Context: an optimization exercise on an open-source flow, tuned for small area. The choices shown serve that exercise and are no tape-out recipe. The RTL was checked by simulation tests, not by an equivalence proof against the original design.

<file path="run.sh">
#!/bin/bash
# synth_recipe.tcl (not shown) runs the flow's synth.tcl, then flattens the netlist and writes it again
# the make line also repeats each setting of config.mk as NAME=value (left out here)
make -C /OpenROAD-flow-scripts/flow DESIGN_CONFIG=/design/flow/config.mk WORK_HOME=/design/flow/orfs CLKGATE_MAP_FILE= SYNTH_SCRIPT=/design/flow/synth_recipe.tcl finish
</file>
<file path="config.mk">
export PLATFORM = sky130hd
export DESIGN_NAME = sepr_top
export DESIGN_NICKNAME = sepr_top
export VERILOG_FILES = /design/flow/design.v
export SDC_FILE = /design/flow/constraint.sdc
export NUM_CORES = 4
export LEC_CHECK = 0
export CAP_MARGIN = 20
export CORE_MARGIN = 2
export CORE_UTILIZATION = 40
export SLEW_MARGIN = 20
</file>
<file path="constraint.sdc">
create_clock -name core_clock -period 10.0 [get_ports {core_clk}]
set_input_delay 2.0000 -clock core_clock [delete_from_list [all_inputs] [get_ports {core_clk}]]
set_output_delay 2.0000 -clock core_clock [all_outputs]
set_load 0.01 [all_outputs]
</file>
<file path="design.v">
package sepr_pkg;
   localparam int unsigned addr_w = 32;
   localparam int unsigned len_w = 20;
   localparam int unsigned word_bytes = 4;
   localparam logic last_op_read = 1'b0;
   typedef enum logic [2:0] {
      st_idle    = 3'b000,     
      st_rd_ptr  = 3'b001,     
      st_rd_hdr  = 3'b010,     
      st_rd_data = 3'b011,     
      st_updt    = 3'b100      
   } sepr_state_t;
endpackage
import sepr_pkg::*;
module sepr_ctrl_fsm (
   input  logic core_clk,
   input  logic uctl_rst_n,
   input  logic get_rd_ptrs,       
   input  logic wr_addr_en,        
   input  logic hdr_rd,            
   input  logic rd,                
   input  logic updt_rd_buf,       
   input  logic mem_ack,
   input  logic dma_dn,
   input  logic ept_updt_dn,
   input  logic buf_empty_in,      
   output logic rd_ptrs_rcvd,
   output logic buf_empty,
   output logic hdr_rd_dn,
   output logic transfer_dn,
   output logic buf_updt_dn,
   output logic mem_rd,
   output logic dma_start,
   output logic ept_req_data,
   output logic ept_updt_req,
   output logic ld_ptr,            
   output logic ld_hdr,            
   output logic wr_addr_load,      
   output logic xfer_done          
);
   sepr_pkg::sepr_state_t state;
   sepr_pkg::sepr_state_t state_nxt;
   logic        mem_rd_nxt;
   logic        dma_start_nxt;
   logic        ept_updt_req_nxt;
   logic        buf_updt_dn_nxt;
   logic        dma_dn_q;          
   always_comb begin
      state_nxt        = state;
      mem_rd_nxt       = mem_rd;           
      dma_start_nxt    = 1'b0;             
      ept_updt_req_nxt = ept_updt_req;     
      buf_updt_dn_nxt  = 1'b0;
      rd_ptrs_rcvd     = 1'b0;
      buf_empty        = 1'b0;
      hdr_rd_dn        = 1'b0;
      transfer_dn      = 1'b0;
      ept_req_data     = 1'b0;
      ld_ptr           = 1'b0;
      ld_hdr           = 1'b0;
      wr_addr_load     = 1'b0;
      xfer_done        = 1'b0;
      case (state)
         st_idle: begin
            if (get_rd_ptrs) begin
               ept_req_data = 1'b1;         
               ld_ptr       = 1'b1;
               wr_addr_load = wr_addr_en;
               state_nxt    = st_rd_ptr;
            end else if (hdr_rd) begin
               mem_rd_nxt = 1'b1;
               state_nxt  = st_rd_hdr;
            end else if (rd) begin
               dma_start_nxt = 1'b1;
               state_nxt     = st_rd_data;
            end else if (updt_rd_buf) begin
               ept_updt_req_nxt = 1'b1;
               state_nxt        = st_updt;
            end
         end
         st_rd_ptr: begin
            rd_ptrs_rcvd = 1'b1;
            buf_empty    = buf_empty_in;     
            state_nxt    = st_idle;
         end
         st_rd_hdr: begin
            if (mem_ack) begin
               mem_rd_nxt = 1'b0;
               ld_hdr     = 1'b1;            
               hdr_rd_dn  = 1'b1;
               state_nxt  = st_idle;
            end
         end
         st_rd_data: begin
            if (dma_dn_q) begin
               transfer_dn = 1'b1;
               xfer_done   = 1'b1;
               state_nxt   = st_idle;
            end
         end
         st_updt: begin
            if (ept_updt_dn) begin
               ept_updt_req_nxt = 1'b0;
               buf_updt_dn_nxt  = 1'b1;
            end
            if (!updt_rd_buf) state_nxt = st_idle;    
         end
         default: state_nxt = st_idle;
      endcase
   end
   always_ff @(posedge core_clk or negedge uctl_rst_n) begin
      if (!uctl_rst_n) begin
         state        <= st_idle;
         mem_rd       <= 1'b0;
         dma_start    <= 1'b0;
         ept_updt_req <= 1'b0;
         buf_updt_dn  <= 1'b0;     
         dma_dn_q     <= 1'b0;     
      end else begin
         state        <= state_nxt;
         mem_rd       <= mem_rd_nxt;
         dma_start    <= dma_start_nxt;
         ept_updt_req <= ept_updt_req_nxt;
         buf_updt_dn  <= buf_updt_dn_nxt;
         dma_dn_q     <= dma_dn;
      end
   end
endmodule
import sepr_pkg::*;
module sepr_ptr_regs (
   input  logic              core_clk,
   input  logic              uctl_rst_n,
   input  logic              ld_ptr,           
   input  logic              ld_hdr,           
   input  logic [addr_w-1:0] ept_start_addr,
   input  logic [addr_w-1:0] ept_end_addr,
   input  logic [addr_w-1:0] ept_rd_ptr,
   input  logic [addr_w-1:0] ept_wr_ptr,
   input  logic              ept_last_op,
   input  logic [addr_w-1:0] mem_rd_data,      
   input  logic              mem_dval,
   output logic [addr_w-1:0] start_addr,
   output logic [addr_w-1:0] end_addr,
   output logic [addr_w-1:0] rd_ptr,
   output logic [addr_w-1:0] next_rd_ptr,      
   output logic              buf_empty
);
   logic [addr_w-1:0] wr_ptr;
   logic              last_op;
   always_ff @(posedge core_clk or negedge uctl_rst_n) begin
      if (!uctl_rst_n) begin
         start_addr <= '0;
         end_addr   <= '0;
         wr_ptr     <= '0;
         last_op    <= 1'b0;
      end else if (ld_ptr) begin
         start_addr <= ept_start_addr;
         end_addr   <= ept_end_addr;
         wr_ptr     <= ept_wr_ptr;
         last_op    <= ept_last_op;
      end
   end
   always_ff @(posedge core_clk or negedge uctl_rst_n) begin
      if (!uctl_rst_n) begin
         rd_ptr <= '0;
      end else if (ld_ptr) begin
         rd_ptr <= ept_rd_ptr;
      end else if (ld_hdr) begin
         if (rd_ptr > end_addr)
            rd_ptr <= start_addr;                    
         else
            rd_ptr <= rd_ptr + addr_w'(word_bytes);  
      end
   end
   always_ff @(posedge core_clk) begin
      if (mem_dval) next_rd_ptr <= mem_rd_data;     
   end
   assign buf_empty = (wr_ptr == rd_ptr) && (last_op == last_op_read);
endmodule
import sepr_pkg::*;
module sepr_xfer_calc (
   input  logic              core_clk,
   input  logic              uctl_rst_n,
   input  logic              wr_addr_load,      
   input  logic              xfer_done,         
   input  logic [addr_w-1:0] start_addr,
   input  logic [addr_w-1:0] end_addr,
   input  logic [addr_w-1:0] rd_ptr,
   input  logic [addr_w-1:0] next_rd_ptr,       
   input  logic [addr_w-1:0] cfg_sys_wr_addr,
   output logic [len_w-1:0]  dma_len,
   output logic [addr_w-1:0] sys_wr_addr
);
   logic [addr_w-1:0] hdr_word;       
   logic [1:0]        hdr_lsb;        
   logic [addr_w-1:0] pad;            
   logic [addr_w-1:0] xfer_len;
   logic [addr_w-1:0] xfer_len_rnd;   
   assign hdr_word = {next_rd_ptr[addr_w-1:2], 2'b00};
   assign hdr_lsb  = next_rd_ptr[1:0];
   assign pad      = (hdr_lsb == 2'b00) ? '0
                   : addr_w'(word_bytes) - addr_w'(hdr_lsb);
   always_comb begin
      if (rd_ptr <= next_rd_ptr) begin
         xfer_len = hdr_word - rd_ptr - pad;
      end else begin
         xfer_len = (end_addr + addr_w'(word_bytes) - rd_ptr)
                  + (hdr_word - start_addr) - pad;
      end
   end
   assign dma_len = xfer_len[len_w-1:0];
   assign xfer_len_rnd = {xfer_len[addr_w-1:2], 2'b00}
                       + ((xfer_len[1:0] != 2'b00) ? addr_w'(word_bytes) : '0);
   always_ff @(posedge core_clk or negedge uctl_rst_n) begin
      if (!uctl_rst_n) begin
         sys_wr_addr <= '0;
      end else if (wr_addr_load) begin
         sys_wr_addr <= cfg_sys_wr_addr;               
      end else if (xfer_done) begin
         sys_wr_addr <= sys_wr_addr + xfer_len_rnd;    
      end
   end
endmodule
import sepr_pkg::*;
module sepr_top (
   input  logic              core_clk,
   input  logic              uctl_rst_n,
   input  logic              get_rd_ptrs,
   input  logic              wr_addr_en,
   input  logic              hdr_rd,
   input  logic              rd,
   input  logic              updt_rd_buf,
   output logic              rd_ptrs_rcvd,
   output logic              buf_empty,
   output logic              hdr_rd_dn,
   output logic              transfer_dn,
   output logic              buf_updt_dn,
   input  logic [addr_w-1:0] mem_rd_data,
   input  logic              mem_ack,
   input  logic              mem_dval,
   output logic [addr_w-1:0] mem_addr,
   output logic              mem_rd,
   input  logic              dma_dn,
   input  logic [addr_w-1:0] cfg_sys_wr_addr,
   output logic              dma_start,
   output logic [addr_w-1:0] dma_laddr,
   output logic [len_w-1:0]  dma_len,
   output logic [addr_w-1:0] dma_ep_start_addr,
   output logic [addr_w-1:0] dma_ep_end_addr,
   output logic [addr_w-1:0] sys_wr_addr,
   input  logic [addr_w-1:0] ept_start_addr,
   input  logic [addr_w-1:0] ept_end_addr,
   input  logic [addr_w-1:0] ept_rd_ptr,
   input  logic [addr_w-1:0] ept_wr_ptr,
   input  logic              ept_last_op,
   input  logic              ept_updt_dn,
   output logic              ept_req_data,
   output logic              ept_updt_req,
   output logic [addr_w-1:0] ept_wr_rd_ptr
);
   logic              ld_ptr;
   logic              ld_hdr;
   logic              wr_addr_load;
   logic              xfer_done;
   logic              ptr_buf_empty;    
   logic [addr_w-1:0] start_addr;
   logic [addr_w-1:0] end_addr;
   logic [addr_w-1:0] rd_ptr;
   logic [addr_w-1:0] next_rd_ptr;
   sepr_ctrl_fsm i_ctrl_fsm (
      .core_clk, .uctl_rst_n, .get_rd_ptrs, .wr_addr_en, .hdr_rd, .rd, .updt_rd_buf,
      .mem_ack, .dma_dn, .ept_updt_dn, .buf_empty_in(ptr_buf_empty),
      .rd_ptrs_rcvd, .buf_empty, .hdr_rd_dn, .transfer_dn, .buf_updt_dn,
      .mem_rd, .dma_start, .ept_req_data, .ept_updt_req,
      .ld_ptr, .ld_hdr, .wr_addr_load, .xfer_done
   );
   sepr_ptr_regs i_ptr_regs (
      .core_clk, .uctl_rst_n, .ld_ptr, .ld_hdr,
      .ept_start_addr, .ept_end_addr, .ept_rd_ptr, .ept_wr_ptr, .ept_last_op,
      .mem_rd_data, .mem_dval,
      .start_addr, .end_addr, .rd_ptr, .next_rd_ptr, .buf_empty(ptr_buf_empty)
   );
   sepr_xfer_calc i_xfer_calc (
      .core_clk, .uctl_rst_n, .wr_addr_load, .xfer_done,
      .start_addr, .end_addr, .rd_ptr, .next_rd_ptr, .cfg_sys_wr_addr,
      .dma_len, .sys_wr_addr
   );
   assign mem_addr          = rd_ptr;     
   assign dma_laddr         = rd_ptr;     
   assign dma_ep_start_addr = start_addr;
   assign dma_ep_end_addr   = end_addr;
   assign ept_wr_rd_ptr     = {next_rd_ptr[addr_w-1:2], 2'b00};    
endmodule
</file>
==> results_dict.tcl <==
set metrics [dict create \
    status "timing/DRC/antenna clean" \
    hp-class "reg -> reg" \
    muxShareOfSynthArea_pct 0.789 \
    wl_per_cell_um 20.2 \
    cp_top_family "compound AO/OA/AOI/OAI gates" \
    rsz0062_at_grt "no" \
    drc_errors 0 \
    dieWidth_um 223 \
    skew_ns 0.0164 \
    yosysWarnings 3 \
    nFillCells 4470 \
    cts_setup_buffers 0 \
    postRouteAntennaNets 0 \
    crit_slowest_cell "clkdlybuf4s50_1" \
    synthXorXnorAreaFrac_pct 4.97 \
    worst_pin_slew_ns 1.17 \
    clock_latency_ns 0.56 \
    first_global_vias 17100 \
    postPlaceCellArea_mm2 0.0236 \
    drv_slew 0 \
    avgViaCountPerCell 5.30 \
    synth_adder_area_share_pct 23.0 \
    port_buffers 422 \
    grt_antenna_before_repair 6 \
    holdBufCountCts 0 \
    hpwl_mm 53.2 \
    syn_to_final_growth_pct 27.3 \
    wl_mm 66.1 \
    final_cell_area_mm2 0.0244 \
    setup_viol 0 \
    syn_inst 2315 \
    crit_type "reg -> out" \
    synth-async-reset-ratio_pct 84.1 \
    synth_top_family_by_area "adder cells" \
    synth_edf_count 32 \
    slew_headroom_pct 22.0 \
    htreeDepth 1 \
    ys_ff_latch 201 \
    yosysSeqAreaShare_pct 27.0 \
    finalCritPeriodShare_pct 76.4 \
    synth_flop_cell "dfrtp_1" \
    avgSynthCellArea_um2 8.29 \
    drive_gt1_share_pct 3.01 \
    core_mm2 0.0475 \
    max_stage_delay_ns 0.62 \
    core.rowCount 80 \
    cp_common_cell "inv_1" \
    synth_compound_area_share_pct 17.8 \
    cts_root_buf "clkbuf_16" \
    fin_crit_ns 7.64 \
    die_area_mm2 0.0497 \
    critPathLaunchType "flip-flop" \
    drtIter0Drc 1372 \
    path_cells "ha_1 -> inv_1 -> fa_1 -> inv_1 -> fa_1 -> inv_1 -> ha_1 -> a21o_1 -> a2111o_1 -> a211oi_1 -> nor2_1 -> a21oi_1 -> o21bai_1 -> a21oi_1 -> xor2_1 -> o21ai_0 -> clkdlybuf4s50_1" \
    gp_congestion 0.883 \
    critical_path_arrival_ns 5.64 \
    synthesis.area_mm2 0.0192 \
    path_buf_inv 4 \
    path_clk_slew_ns 0.07 \
    grt_max_degree 108 \
    clk_path_buf_depth 3 \
    io_pins 425 \
    cts_buffers 25 \
    cts_tree "yes" \
    overflow 0 \
    max_freq_ghz 0.131 \
    final_nets 3157 \
    initial_core_util_pct 40.4 \
    ctsResizeCount 0 \
    dr.pass1.iters 7 \
    synth_cell_type_count 82 \
    finalHoldViolCount 0 \
    die_h_um 223 \
    maxCapViolations 0 \
    cts_sinks 201 \
    grt_pass1_wl_mm 101 \
    grt_usage_pct 26.2 \
    vias 17400 \
    worstPathRequired_ns 8.00 \
    yosys.area_share.simple_pct 16.4 \
    fin_setup_tns_ns 0 \
    end_kind "primary output" \
    critical_path.max_fanout 12 \
]
-- registers in the layout (all words and copies together), names as in the netlist --
signal / flops
i_ctrl_fsm.buf_updt_dn: 1
i_ctrl_fsm.dma_dn_q: 1
i_ctrl_fsm.dma_start: 1
i_ctrl_fsm.ept_updt_req: 1
i_ctrl_fsm.mem_rd: 1
i_ctrl_fsm.state: 3
i_ptr_regs.end_addr: 32
i_ptr_regs.last_op: 1
i_ptr_regs.next_rd_ptr: 32
i_ptr_regs.rd_ptr: 32
i_ptr_regs.start_addr: 32
i_ptr_regs.wr_ptr: 32
i_xfer_calc.sys_wr_addr: 32
-- metal layers --
layer / share of wire [%] / GRT usage [%] / up-vias
met3: 6.7 / 4.64 / 67
met2: 46 / 42.8 / 550
met1: 46 / 36.5 / 8291
li1: - / - / 8457
met4: 1.7 / 4.94 / 8
met5: 0.073 / 0 / -
-- worst min-delay path: stages (launching register included) --
cell,delay [ns]
dfrtp_1,0.34
nand2_1,0.05
nand2_1,0.06
-- placed cells by master (no fill, tap or decap), types with 17 or more instances in the layout --
cell | netlist | layout
xor2_1 | 54 | 54
a21oi_1 | 148 | 148
nor3_1 | 25 | 25
xnor2_1 | 55 | 55
edfxtp_1 | 32 | 32
o31ai_1 | 18 | 18
dfrtp_1 | 169 | 169
nand4_1 | 27 | 27
fa_1 | 69 | 69
o21bai_1 | 17 | 17
and3_1 | 23 | 23
clkbuf_16 | 0 | 26
ha_1 | 243 | 243
o21ai_0 | 151 | 151
a211oi_1 | 19 | 19
a31oi_1 | 27 | 27
inv_1 | 302 | 301
o21a_1 | 21 | 21
a21o_1 | 47 | 47
nand3_1 | 44 | 44
nand2_1 | 361 | 360
nand2b_1 | 23 | 23
nor2_1 | 115 | 115
clkdlybuf4s50_1 | 0 | 420
-- Yosys cell counts, types with 44 or more instances --
cell type / instances / area, µm²
a21o_1: 47 / 353
a21oi_1: 148 / 741
buf_4: 64 / 480
clkbuf_1: 66 / 248
dfrtp_1: 169 / 4230
fa_1: 69 / 1380
ha_1: 243 / 3040
inv_1: 302 / 1130
nand2_1: 361 / 1360
nand3_1: 44 / 220
nor2_1: 115 / 432
o21ai_0: 151 / 756
xnor2_1: 55 / 482
xor2_1: 54 / 473
-- through the flow --
stage	utilization (%)	std cells	hold slack [ns]	worst slack (ns)
global route	51.4	3275	0.492	2.03
global placement	49.5	3229	0.457	2.97
detailed placement	49.5	3229	0.462	2.82
finish	51.4	3276	0.482	2.36
CTS	51.3	3274	0.483	2.33
floorplan	-	2316	0.447	3.64
-- kinds of logic after synthesis --
logic type / Yosys count
AO/OA/AOI/OAI: 539
buffers and inverters: 441
multiplexers: 15
other: 1
flip-flops: 201
adder cells (fa/ha/maj): 312
XOR/XNOR: 109
AND/OR/NAND/NOR: 697
-- cell type report --
cell class              count  area (µm²)  area share, %
repair buffers            437        4340           17.8
clock buffers              34         701           2.87
flip-flops and latches    201        5190           21.3
clock inverters            11         160          0.656
multi-input cells        1674       12100           49.6
diodes                      2        5.00         0.0205
inverters                 302        1140           4.65
well taps                 615         769           3.15
-- worst paths after layout --
| path | start | cells after the start | endpoint | slack, ns |
|---|---|---|---|---|
| setup / recovery | i_ptr_regs.rd_ptr[8] | 17 | dma_len[17] | 2.36 |
| hold / removal | i_xfer_calc.sys_wr_addr[1] | 2 | i_xfer_calc.sys_wr_addr[1] | 0.48 |
| setup reg to reg | i_ptr_regs.rd_ptr[8] | 25 | i_xfer_calc.sys_wr_addr[28] | 2.78 |
| hold reg to reg | i_xfer_calc.sys_wr_addr[1] | 2 | i_xfer_calc.sys_wr_addr[1] | 0.48 |
| max in group asynchronous | uctl_rst_n | 2 | i_xfer_calc.sys_wr_addr[21] | 7.05 |
| min in group asynchronous | uctl_rst_n | 1 | i_ptr_regs.wr_ptr[0] | 1.52 |

-- afterwards: timing with drivers on the ports --
How much do the figures lean on ideal ports? The routed layout below was timed once more, with nothing changed but the port constraints. Step 1, drivers: a clkbuf_16 drives core_clk and a buf_2 each remaining input, both assumed. Step 2 also shifts input and output timing later by t, the mid clock arrival at the registers, as if the neighbouring blocks saw the same clock. Slacks: no drivers / after step 1 / after step 2; pairs: no drivers / after step 1.
t (ns): 0.601
setup slack, ns: 2.365 / 2.312 / 2.780
worst setup path at the end: register to register
worst data-port slew with drivers (ns): 0.12
After both steps this run still meets setup and hold. For this run, drivers alone change the setup slack by -0.053 ns; drivers and shift together by +0.415 ns.
